This design comes from an exercise in tuning for a short achievable clock period and few clock cycles on the open sky130 flow, not from production work.
The RTL was checked by simulation tests, not by an equivalence proof against the original design.
Power and IR drop assume default switching activity.

run 1:
Design multicycle_core, start of the top module:
module multicycle_core #(
  parameter int                ADDR_W   = 32,
  parameter logic [ADDR_W-1:0] RESET_PC = '0
) (
  input  logic              clk,
  input  logic              rst,
  output logic              imem_req,
  output logic [ADDR_W-1:0] imem_addr,
  input  logic              imem_ready,
  input  logic [31:0]       imem_rdata,
  output logic              dmem_req,
  output logic              dmem_we,
  output logic [ADDR_W-1:0] dmem_addr,
  output logic [31:0]       dmem_wdata,
  input  logic              dmem_ready,
  input  logic [31:0]       dmem_rdata,
  output logic [ADDR_W-1:0] pc_out,
  output logic [31:0]       alu_result,
  output logic              retire,
  output logic              halted
);
  localparam bit SHIFT_EN = 1'b1;
  localparam int NB = 8;   
  logic [29:0] pc, rp;
  logic req_q, pend, stop_q;
  logic [NB-1:0] bt_v;
  localparam int TW = 14;   
  logic [TW-1:0] bt_pc [NB];
  logic [29:0] bt_tgt [NB];
  logic [2:0] bt_ptr;   
  logic bw_en;
  logic [29:0] bw_pc, bw_tgt;
  logic d_valid, d_btb, d_bthit, d_legal, d_ptaken, d_same, d_zcase, d_brx;
  logic [4:0] d_zr;
  logic d_zfa, d_zmb, d_rz, d_rk;
  logic [31:0] d_rs_oh, d_rt_oh;   
  logic [31:0] d_ir;
  logic [29:0] d_target;   
  logic [16:0] d_lo;
  logic [31:0] d_nimm;   
  logic [29:0] d_pc, d_pc4, d_btgt;
  logic e_valid, e_halt, e_rwe, e_load, e_store, e_br, e_beq, e_pred, e_btb, e_bad, e_misp;
  logic [6:0] e_sel;
  logic [4:0] e_sh, e_wa;
  logic [31:0] e_a, e_b, e_bn, e_st;
  logic [31:0] e_ao, e_bo;
  logic [29:0] e_npc, e_altpc, e_pc, e_tgt, e_seq, e_pc4, e_btgt;
  logic e_dir, e_zk, e_zero;   
  ...
Size: about 11000 cells after synthesis, about 2400 flip-flops.
export LEC_CHECK = 0
export ABC_CLOCK_PERIOD_IN_PS = 2000
export CAP_MARGIN = 20
export CORE_MARGIN = 2
export CORE_UTILIZATION = 30
export PLACE_DENSITY = 0.45
export SETUP_SLACK_MARGIN = 2.7
export SLEW_MARGIN = 20
create_clock -name core_clock -period 6.0 [get_ports {clk}]
run.sh (not shown) runs the stock make flow with config.mk's settings and CLKGATE_MAP_FILE= SYNTH_SCRIPT=/design/flow/synth_recipe.tcl, a recipe that flattens the netlist after the stock synthesis.
Run 1: flow completed, timing, DRC and antenna clean
Testbench counts of run 1, summed over its fixed seeds: cycles 32,312.
--- input diff run 1..run 2 ---
- TNS_END_PERCENT newly set to 30
- SETUP_SLACK_MARGIN changed from 2.7 to 3.0
--- outcome ---
The final reports for run 2 and run 1 show sequential share of layout area lower in the former.
e_misp as the critical path endpoint was reported by run 1, and e_b[15] by run 2.
From run 1 to run 2 the numbers moved as follows: global routing met3 resource utilization ~0 delta, core utilization increased 1.7 points, count of buffers not belonging to the clock network in the layout higher, area after synthesis closely matched the old numbers.
#### Input delta (run 3 over run 2)
- TNS_END_PERCENT: 30 -> unset
==> run notes <==
- The lower detailed-placement wirelength estimate of run 3 and run 2 is in run 3.
- | register-to-register slack | run 3 vs run 2 | better |
- The number of global-route vias before repair in run 3 was lower than what run 2 gave.
- The run showing the greater wire length is run 3.
- Ratio of routed vias to standard cells for run 3: about 0.6% up relative to run 2
- Delta(count of plain and timing-repair buffers in the layout, run 3 - run 2) > 0
- Global-route usage over all layers: run 2 vs run 3 — no meaningful difference
- Looking at delay contributed by the slowest stage of the critical path, run 3 sits 0.08 ns higher than run 2 does.
- Utilization: run 2 vs run 3 — no meaningful difference
- Looking at run 3 and run 2, the met1 capacity usage during global routing is a wash.
Modified inputs, run 4 compared to run 3
- SETUP_SLACK_MARGIN changed from 3.0 to 3.5
[summary]
met2 wire length up 7400 µm in run 4 wrt run 3
Run 4 vs. run 3: power per standard cell area went down by 11 nW/µm².
Number of DRC markers in iteration 0 in run 4 is 251 below run 3.
The lower final cell count of run 4 and run 3 is in run 3.
Against run 3, power in run 4 came out worse.
A worst-path cell with the longest stage delay of sky130_fd_sc_hd__mux4_2 is what run 3 shows, while sky130_fd_sc_hd__o211ai_1 belongs to run 4.

* * *

Another version of the RTL of multicycle_core (not shown whole).
Size: ~11,000 cells after synthesis, ~110,000 sq um of cells after synthesis.
clock: 6.0 ns
lec_check: 0
abc_clock_period_in_ps: 2000
cap_margin: 20
core_margin: 2
core_utilization: 30
place_density: 0.45
setup_slack_margin: 3.2
slew_margin: 20
The baseline ran to the end with no violations.
Testbench counts at the start, summed over its fixed seeds: cycles 32,312.
Edit:
SETUP_SLACK_MARGIN = 3.0   (was 3.2)
=> The new run completed without violations; setup slack gets better by 0.19 ns; die area is unchanged; wire length goes down by 1.6%; clock-buffer cell count falls by 3; worst hold slack gets better by 0.14 ns; global-route usage grows by 0.17 points; power increases by 0.48%; final area drops by 1.2%.

port drivers added, routing unchanged:
Ports are ideal in the flow. The routed layouts listed here were re-timed in OpenROAD.
Step 1 (the two cells are an assumption about what drives the block):
set clk [get_ports {clk}]
set_driving_cell -lib_cell sky130_fd_sc_hd__clkbuf_16 $clk
set_driving_cell -lib_cell sky130_fd_sc_hd__buf_2 [delete_from_list [all_inputs] $clk]
Step 2 times the ports against the registers' clock, not the clock port: input delays grow and output delays shrink by t, the midpoint of the rising clock arrivals with the driver on.
a / b / c = ideal / step 1 / step 2; a / b = the first two.
| run | t (ns) | setup WS [ns] | worst register clock-pin slew, ns |
|---|---|---|---|
| run 1 | 1.016 | 2.364 / 2.364 / 1.467 | 0.07 / 0.07 |
| run 2 | 1.026 | 2.561 / 2.561 / 1.808 | 0.07 / 0.07 |
| run 3 | 1.024 | 2.623 / 2.623 / 1.907 | 0.07 / 0.07 |
| run 4 | 1.046 | 2.595 / 2.595 / 1.962 | 0.07 / 0.07 |
| the first run of note 2 | 1.036 | 2.431 / 2.431 / 1.474 | 0.07 / 0.07 |
| the second run of note 2 | 1.007 | 2.619 / 2.619 / 1.813 | 0.08 / 0.08 |
After both steps setup and hold are still met in every run listed. For the first run of note 2, which loses most, drivers alone change the setup slack by 0.000 ns; drivers and shift together by -0.957 ns.
